Context: an optimization exercise on an open-source flow, tuned for small area and a short achievable clock period. The choices shown serve that exercise and are no tape-out recipe. In this exercise RTL edits were held to simulation tests only and were not proved equivalent to the original.

[flow/design.v]
package cpuPkg;
	localparam int wordW = 32;                    
	localparam int regAddrW = 5;                  
	typedef logic [wordW-1:0] wordT;
	typedef logic [regAddrW-1:0] regAddrT;
	typedef enum logic [5:0] {
		opRType = 6'b000000,
		opJ     = 6'b000010,
		opBeq   = 6'b000100,
		opAddi  = 6'b001000,
		opAddiu = 6'b001001,
		opSlti  = 6'b001010,
		opSltiu = 6'b001011,
		opAndi  = 6'b001100,
		opOri   = 6'b001101,
		opXori  = 6'b001110,
		opLui   = 6'b001111,
		opLw    = 6'b100011,
		opSw    = 6'b101011
	} opcodeT;
	typedef enum logic [5:0] {
		fnAdd  = 6'b100000,
		fnAddu = 6'b100001,
		fnSub  = 6'b100010,
		fnSubu = 6'b100011,
		fnAnd  = 6'b100100,
		fnOr   = 6'b100101,
		fnXor  = 6'b100110,
		fnNor  = 6'b100111,
		fnSlt  = 6'b101010,
		fnSltu = 6'b101011
	} funcT;
	typedef enum logic [3:0] {
		aluAnd  = 4'b0000,
		aluOr   = 4'b0001,
		aluAdd  = 4'b0010,
		aluSub  = 4'b0110,
		aluSlt  = 4'b0111,
		aluAddu = 4'b1000,
		aluSubu = 4'b1001,
		aluXor  = 4'b1010,
		aluSltu = 4'b1011,
		aluNor  = 4'b1100,
		aluLui  = 4'b1110
	} aluOpT;
	typedef struct packed {
		opcodeT opcode;
		regAddrT rs;
		regAddrT rt;
		regAddrT rd;
		logic [4:0] shamt;                    
		funcT func;
	} instrT;
endpackage
`timescale 1ns/1ps
module pcCounter
(
	input  logic Clock,
	input  logic rstN,
	input  cpuPkg::wordT startPc,
	input  logic branch,
	input  logic jump,
	input  logic aluZero,
	input  logic [25:0] jumpField,
	input  cpuPkg::wordT branchOffset,
	output cpuPkg::wordT pc
);
	cpuPkg::wordT pcPlus4;
	cpuPkg::wordT nextPc;
	assign pcPlus4 = pc + cpuPkg::wordW'(4);
	always_comb begin
		if (jump) begin
			nextPc = {pcPlus4[31:28], jumpField, 2'b00};    
		end else if (branch && aluZero) begin
			nextPc = pcPlus4 + (branchOffset << 2);         
		end else begin
			nextPc = pcPlus4;                               
		end
	end
	always_ff @(posedge Clock) begin
		if (!rstN)
			pc <= startPc;                                  
		else
			pc <= nextPc;
	end
endmodule
`timescale 1ns/1ps
module instrDecoder
(
	input  cpuPkg::instrT instr,
	output logic regDst,                          
	output logic aluSrc,                          
	output logic memToReg,                        
	output logic regWrite,
	output logic memWrite,
	output logic branch,
	output logic jump,
	output logic signExtend,                      
	output cpuPkg::aluOpT aluOp
);
	always_comb begin
		regDst = 1'b0;
		aluSrc = 1'b0;
		memToReg = 1'b0;
		regWrite = 1'b0;
		memWrite = 1'b0;
		branch = 1'b0;
		jump = 1'b0;
		signExtend = 1'b0;
		aluOp = cpuPkg::aluAdd;
		case (instr.opcode)
			cpuPkg::opRType: begin
				regDst = 1'b1;
				regWrite = 1'b1;                 
				case (instr.func)
					cpuPkg::fnAdd:   aluOp = cpuPkg::aluAdd;
					cpuPkg::fnAddu:  aluOp = cpuPkg::aluAddu;
					cpuPkg::fnSub:   aluOp = cpuPkg::aluSub;
					cpuPkg::fnSubu:  aluOp = cpuPkg::aluSubu;
					cpuPkg::fnAnd:   aluOp = cpuPkg::aluAnd;
					cpuPkg::fnOr:    aluOp = cpuPkg::aluOr;
					cpuPkg::fnXor:   aluOp = cpuPkg::aluXor;
					cpuPkg::fnNor:   aluOp = cpuPkg::aluNor;
					cpuPkg::fnSlt:   aluOp = cpuPkg::aluSlt;
					cpuPkg::fnSltu:  aluOp = cpuPkg::aluSltu;
					default: regWrite = 1'b0;
				endcase
			end
			cpuPkg::opLw: begin
				aluSrc = 1'b1;
				memToReg = 1'b1;
				regWrite = 1'b1;                 
			end
			cpuPkg::opSw: begin
				aluSrc = 1'b1;
				memWrite = 1'b1;
			end
			cpuPkg::opBeq: begin
				branch = 1'b1;
				signExtend = 1'b1;               
				aluOp = cpuPkg::aluSub;                  
			end
			cpuPkg::opJ: jump = 1'b1;
			cpuPkg::opAddi, cpuPkg::opAddiu, cpuPkg::opSlti, cpuPkg::opLui,
			cpuPkg::opAndi, cpuPkg::opOri, cpuPkg::opXori, cpuPkg::opSltiu: begin
				aluSrc = 1'b1;
				regWrite = 1'b1;
				signExtend = (instr.opcode == cpuPkg::opAddi) || (instr.opcode == cpuPkg::opAddiu) ||
				             (instr.opcode == cpuPkg::opSlti) || (instr.opcode == cpuPkg::opLui);
				case (instr.opcode)
					cpuPkg::opAddi:  aluOp = cpuPkg::aluAdd;
					cpuPkg::opAddiu: aluOp = cpuPkg::aluAddu;
					cpuPkg::opSlti:  aluOp = cpuPkg::aluSlt;
					cpuPkg::opLui:   aluOp = cpuPkg::aluLui;
					cpuPkg::opAndi:  aluOp = cpuPkg::aluAnd;
					cpuPkg::opOri:   aluOp = cpuPkg::aluOr;
					cpuPkg::opXori:  aluOp = cpuPkg::aluXor;
					default: aluOp = cpuPkg::aluSltu;    
				endcase
			end
			default: ;                                
		endcase
	end
endmodule
`timescale 1ns/1ps
module registerFile
(
	input  logic Clock,
	input  logic rstN,
	input  cpuPkg::regAddrT readA,
	input  cpuPkg::regAddrT readB,
	input  cpuPkg::regAddrT writeAddr,
	input  logic writeEn,
	input  cpuPkg::wordT writeData,
	output cpuPkg::wordT busA,
	output cpuPkg::wordT busB
);
	localparam int numRegs = 2 ** cpuPkg::regAddrW;
	cpuPkg::wordT regs [numRegs];
	always_ff @(posedge Clock) begin
		if (!rstN) begin
			for (int i = 0; i < numRegs; i++)
				regs[i] <= '0;                        
		end else if (writeEn && (writeAddr != '0)) begin
			regs[writeAddr] <= writeData;             
		end
	end
	assign busA = (readA == '0) ? '0 : regs[readA];
	assign busB = (readB == '0) ? '0 : regs[readB];
endmodule
`timescale 1ns/1ps
module executeUnit
(
	input  logic aluSrc,
	input  logic signExtend,
	input  cpuPkg::aluOpT aluOp,
	input  cpuPkg::wordT busA,
	input  cpuPkg::wordT busB,
	input  logic [15:0] imm16,
	output cpuPkg::wordT extImm,
	output cpuPkg::wordT result,
	output logic zero
);
	cpuPkg::wordT opB;
	logic extBit;
	assign extBit = signExtend & imm16[15];      
	assign extImm = {{16{extBit}}, imm16};
	assign opB = aluSrc ? extImm : busB;
	always_comb begin
		case (aluOp)
			cpuPkg::aluAnd:  result = busA & opB;
			cpuPkg::aluOr:   result = busA | opB;
			cpuPkg::aluAdd:  result = busA + opB;             
			cpuPkg::aluSub:  result = busA - opB;
			cpuPkg::aluAddu: result = busA + opB;
			cpuPkg::aluSubu: result = busA - opB;
			cpuPkg::aluXor:  result = busA ^ opB;
			cpuPkg::aluNor:  result = ~(busA | opB);
			cpuPkg::aluSlt:  result = cpuPkg::wordW'($signed(busA) < $signed(opB));
			cpuPkg::aluSltu: result = cpuPkg::wordW'(busA < opB);
			cpuPkg::aluLui:  result = {opB[15:0], 16'h0000};  
			default: result = '0;
		endcase
	end
	assign zero = (result == '0);                     
endmodule
`timescale 1ns/1ps
module wordMemory
#(
	parameter int depth = 64,
	parameter int width = cpuPkg::wordW
) (
	input  logic Clock,
	input  logic writeEn,
	input  cpuPkg::wordT writeAddr,
	input  logic [width-1:0] writeData,
	input  cpuPkg::wordT readAddr,
	output logic [width-1:0] readData
);
	logic [width-1:0] mem [depth];
	cpuPkg::wordT writeIdx;
	cpuPkg::wordT readIdx;
	assign writeIdx = (writeAddr >> 2) % depth;
	assign readIdx = (readAddr >> 2) % depth;
	always_ff @(posedge Clock) begin
		if (writeEn)
			mem[writeIdx] <= writeData;
	end
	assign readData = mem[readIdx];                   
endmodule
`timescale 1ns/1ps
module cpuTop
#(
	parameter int imemDepth = 64,
	parameter int dmemDepth = 64
) (
	input  logic Clock,
	input  logic rstN,
	input  logic [31:0] startPc,
	input  logic progWe,
	input  logic [31:0] progAddr,
	input  logic [31:0] progData,
	output logic [31:0] pc,
	output logic [31:0] dMemOut
);
	cpuPkg::instrT instr;
	cpuPkg::wordT busA, busB, busW;
	cpuPkg::wordT extImm, aluResult, loadWord;
	logic aluZero;
	cpuPkg::regAddrT destReg;
	logic storeEn;
	logic regDst, aluSrc, memToReg, regWrite, memWrite;
	logic branch, jump, signExtend;
	cpuPkg::aluOpT aluOp;
	pcCounter uPc (
		.Clock(Clock), .rstN(rstN), .startPc(startPc), .branch(branch), .jump(jump),
		.aluZero(aluZero), .jumpField(instr[25:0]), .branchOffset(extImm), .pc(pc)
	);
	wordMemory #(.depth(imemDepth), .width(cpuPkg::wordW)) uImem (
		.Clock(Clock), .writeEn(progWe), .writeAddr(progAddr), .writeData(progData),
		.readAddr(pc), .readData(instr)
	);
	instrDecoder uDec (.instr(instr), .regDst(regDst), .aluSrc(aluSrc), .memToReg(memToReg),
		.regWrite(regWrite), .memWrite(memWrite), .branch(branch), .jump(jump),
		.signExtend(signExtend), .aluOp(aluOp));
	assign destReg = regDst ? instr.rd : instr.rt;   
	registerFile uRegs (
		.Clock(Clock), .rstN(rstN), .readA(instr.rs), .readB(instr.rt),
		.writeAddr(destReg), .writeEn(regWrite), .writeData(busW),
		.busA(busA), .busB(busB)
	);
	executeUnit uExec (
		.aluSrc(aluSrc), .signExtend(signExtend), .aluOp(aluOp), .busA(busA), .busB(busB), .imm16(instr[15:0]),
		.extImm(extImm), .result(aluResult), .zero(aluZero)
	);
	assign storeEn = memWrite & rstN;            
	wordMemory #(.depth(dmemDepth), .width(cpuPkg::wordW)) uDmem (
		.Clock(Clock), .writeEn(storeEn), .writeAddr(aluResult), .writeData(busB),
		.readAddr(aluResult), .readData(loadWord)
	);
	assign busW = memToReg ? loadWord : aluResult;   
	always_ff @(posedge Clock) begin
		if (!rstN)
			dMemOut <= '0;
		else if (memToReg)
			dMemOut <= loadWord;
	end
endmodule
[flow/config.mk]
export PLATFORM = sky130hd
export DESIGN_NAME = cpuTop
export DESIGN_NICKNAME = cpuTop
export VERILOG_FILES = /design/flow/design.v
export SDC_FILE = /design/flow/constraint.sdc
export NUM_CORES = 4
export LEC_CHECK = 0
export CAP_MARGIN = 20
export CORE_MARGIN = 2
export CORE_UTILIZATION = 45
export PLACE_DENSITY = 0.6
export SLEW_MARGIN = 20
[flow/run.sh]
#!/bin/bash
# synth_recipe.tcl (not shown) runs the flow's synth.tcl, then flattens the netlist and writes it again
# the make line also repeats each setting of config.mk as NAME=value (left out here)
make -C /OpenROAD-flow-scripts/flow DESIGN_CONFIG=/design/flow/config.mk WORK_HOME=/design/flow/orfs CLKGATE_MAP_FILE= SYNTH_SCRIPT=/design/flow/synth_recipe.tcl finish
[flow/constraint.sdc]
create_clock -name core_clock -period 12.0 [get_ports {Clock}]
set_input_delay 2.4000 -clock core_clock [delete_from_list [all_inputs] [get_ports {Clock}]]
set_output_delay 2.4000 -clock core_clock [all_outputs]
set_load 0.01 [all_outputs]
==> run summary <==
synthesized netlist by cell type, drive strengths merged (16+ instances only):
library cell | count | area share (%)
a221oi | 198 | 0.81
a221o | 46 | 0.21
nor2b | 252 | 0.71
a222oi | 17 | 0.076
a211oi | 141 | 0.48
and2 | 26 | 0.073
or3 | 24 | 0.067
xnor2 | 62 | 0.24
a31oi | 64 | 0.18
o211ai | 68 | 0.23
a22o | 39 | 0.15
nand4 | 48 | 0.13
a311oi | 20 | 0.079
a21oi | 437 | 0.99
a21o | 36 | 0.12
a211o | 16 | 0.063
a41oi | 18 | 0.074
clkbuf | 458 | 0.77
o221ai | 25 | 0.098
a22oi | 182 | 0.62
or2 | 37 | 0.10
o2bb2ai | 36 | 0.14
edfxtp | 5122 | 69
o31ai | 25 | 0.091
and3 | 72 | 0.20
o21ai | 279 | 0.63
ha | 134 | 0.75
o21a | 24 | 0.081
mux4 | 1167 | 12
a32oi | 30 | 0.12
nor4 | 27 | 0.10
nor3 | 356 | 0.82
inv | 159 | 0.27
nand2 | 893 | 1.5
o22ai | 77 | 0.22
mux2 | 141 | 0.71
nand3 | 358 | 0.81
buf | 560 | 1.3
a2111oi | 21 | 0.094
mux2i | 424 | 1.9
dfxtp | 62 | 0.56
nand2b | 17 | 0.048
nor2 | 899 | 1.5
logic make-up after synthesis:
kind of cell | count (synthesis) | share of synthesized area, %
AO/OA/AOI/OAI | 1942 | 6.16
XOR/XNOR | 77 | 0.303
adder cells (fa/ha/maj) | 137 | 0.780
buffers and inverters | 1177 | 2.33
flip-flops | 5184 | 69.7
multiplexers | 1732 | 14.4
other | 1 | 0.00169
AND/OR/NAND/NOR | 3064 | 6.31
state kept, by name, summed over array words and instances (netlist names):
register	count
uDmem.mem	2048
uRegs.regs	1024
dMemOut	32
pc	4
uPc.pc	28
uImem.mem	2048
layer usage:
layer  part of all wire (%)  wire length (um)  global-route usage, %  vias up
met5                  0.036               278                      0        -
met4                    5.8             44700                   14.8       44
met3                     11             88000                   6.88     1859
met2                     46            350000                   46.3     9560
met1                     37            283000                   40.3    71500
li1                       -                 -                      -    54500
per-stage QoR:
step	instance area, sq um	setup WS (ns)	cells	hold slack (ns)
after CTS	255000	0.474	20800	0.513
after global routing	255000	0.0566	20800	0.550
final	255000	0.148	20800	0.506
after floorplan	223000	1.02	13300	0.481
after detailed placement	237000	0.579	19800	0.504
after global placement	237000	0.662	19800	0.499
worst paths after layout:
path	endpoint	slack, ns	depth (start not counted)	start
setup / recovery	uRegs.regs[1][17]$_SDFFCE_PN0P_	0.15	31	uPc.pc[2]$_DFF_P_
hold reg to reg	dMemOut[5]$_SDFFE_PN0P_	0.51	2	dMemOut[5]$_SDFFE_PN0P_
setup reg to reg	uRegs.regs[1][17]$_SDFFCE_PN0P_	0.15	31	uPc.pc[2]$_DFF_P_
hold / removal	dMemOut[5]$_SDFFE_PN0P_	0.51	2	dMemOut[5]$_SDFFE_PN0P_
cell type report:
class,instances,area [sq um],area share [%]
Sequential cell,5184,155000,60.8
Tap cell,6500,8130,3.19
Inverter,159,604,0.237
Clock inverter,306,3050,1.19
Antenna cell,20,50.0,0.0196
Clock buffer,696,14800,5.79
Timing Repair Buffer,940,8980,3.52
Multi-Input combinational cell,6984,64300,25.2
what timing repair did:
action	CTS	global route
resized for setup	0	3
hold buffers	0	0
endpoints found under the setup margin	0	104
buffers inserted	0	0
worst max-delay path: cells and delay by family (launching register included):
family	cells	cell delay, ns
buffers and inverters	8	2.41
AO/OA/AOI/OAI	14	4.40
adder cells (fa/ha/maj)	1	0.32
AND/OR/NAND/NOR	4	1.18
multiplexers	3	1.97
flip-flops	1	0.74
XOR/XNOR	1	0.18
==> summary.txt <==
Layout
  – Layout area overhead: 14.6%
  – Share of layout cells above drive strength 1: between 20% and 30%
  – # fillers: a little under 40000
  – Final nets: roughly 14000
  – Most common cell after layout, fill and taps aside: edfxtp_1
  – Commonest cells after routing, fill and taps aside: edfxtp_1 (5122), mux4_2 (1157), nand2_1 (827)
  – Final Util: about half

Clocking
  – Clock insertion delay at the later pin of the skew report: approximately 1.1 ns
  – Clock sink count: ~5200
  – CTS root buffer: clkbuf_16
  – CTS Buffer Depth: 4
  – Reg clk slew, reported paths: 0.06 ns
  – H-tree levels: 6
  – TritonCTS buffer count: roughly 560
  – CTS tree: done

Route
  – Iteration-0 DRC Markers: approximately 22000
  – 1st-pass router iterations: 7
  – Wire per inst: around 37 um
  – Post-route ant nets: 0
  – Vias: around 140k
  – WL final: 766000 um
  – Number of remaining DRC errors: 0
  – Via/cell ratio: approximately 6.6

Global routing
  – Initial antenna violation count: 50
  – Largest net degree at the start of global routing: roughly 130
  – Vias in the first global route: approximately 140k
  – GRT overflow: 0
  – Total Routing Usage GR: about 30%
  – First-pass GRT wire length: roughly 1100000 um

Timing
  – Fin Setup TNS: 0 ns
  – RSZ-0062 raised after global routing: false
  – F_max: around 84 MHz
  – Tmin final: around 12 ns
  – Final hold vios: 0
  – Fin crit share: between 90% and 100%
  – Finish-stage setup viols: 0
  – Worst rel slew slack: between 10% and 20%
  – Fin Clk Skew: around 0.15 ns
  – Actual slew at the worst max-slew pin: ~1.3 ns
  – Max-slew violation count: 0

Worst setup path
  – CP Class: register to register
  – Crit-path slowest cell: o41ai_1
  – Worst-path fanout max: 39
  – Crit path largest cell delay: ~1.1 ns
  – Crit. End Element: register
  – Critical Path RT: ~13 ns
  – Critical Path AT: roughly 13 ns
  – CP Launch Type: register

Job
  – Max cap viols: 0

Floorplan
  – Die Height: a little over 700 um
  – Num ports: between 150 and 200
  – Starting Density: 45.1%
  – Die X: ~700 um
  – FP Rows: about 260
  – CORE AREA: 493000 sq um
  – Total die area: 500000 sq um

Logic synthesis
  – Prevailing post-synth register cell: edfxtp_1
  – Syn Area/Cell: between 15 and 20 sq um
  – Seq/Total Area, Yosys: a little over two thirds
  – Post-synthesis async set-or-reset flop share: 0%
  – Synth Register Bits: between 5000 and 6000
  – Synth warnings: 6
  – Post-synth EDFFs: roughly 5000
  – Cell Area, Synth: roughly 220000 sq um
  – Cells after Synth: roughly 13000
  – Post-synth cell types: around 120

Min path
  – Hold Crit Class: register to register

Run status
  – Outcome: finished clean

Placed design
  – IO Port Bufs: ~140
  – Gpl congestion: ~0.92
  – Dpl hpwl: 458000 um

[afterwards: timing with drivers on the ports]
How much do the figures lean on ideal ports? The routed layout below was timed once more, with nothing changed but the port constraints. Step 1 (the two cells are an assumption about what drives the block):
set clk [get_ports {Clock}]
set_driving_cell -lib_cell sky130_fd_sc_hd__clkbuf_16 $clk
set_driving_cell -lib_cell sky130_fd_sc_hd__buf_2 [delete_from_list [all_inputs] $clk]
Step 2 also shifts input and output timing later by t, the mid clock arrival at the registers, as if the neighbouring blocks saw the same clock. Three values: ideal ports, drivers, drivers and shift; two values: the first two.
t, ns: 1.180
slack for setup (ns): 0.148 / 0.148 / 0.148
pins driven straight from the clock port: 1
After both steps setup and hold are still met in this run. The setup slack of this run moves by 0.000 ns with the drivers and by 0.000 ns with both steps.
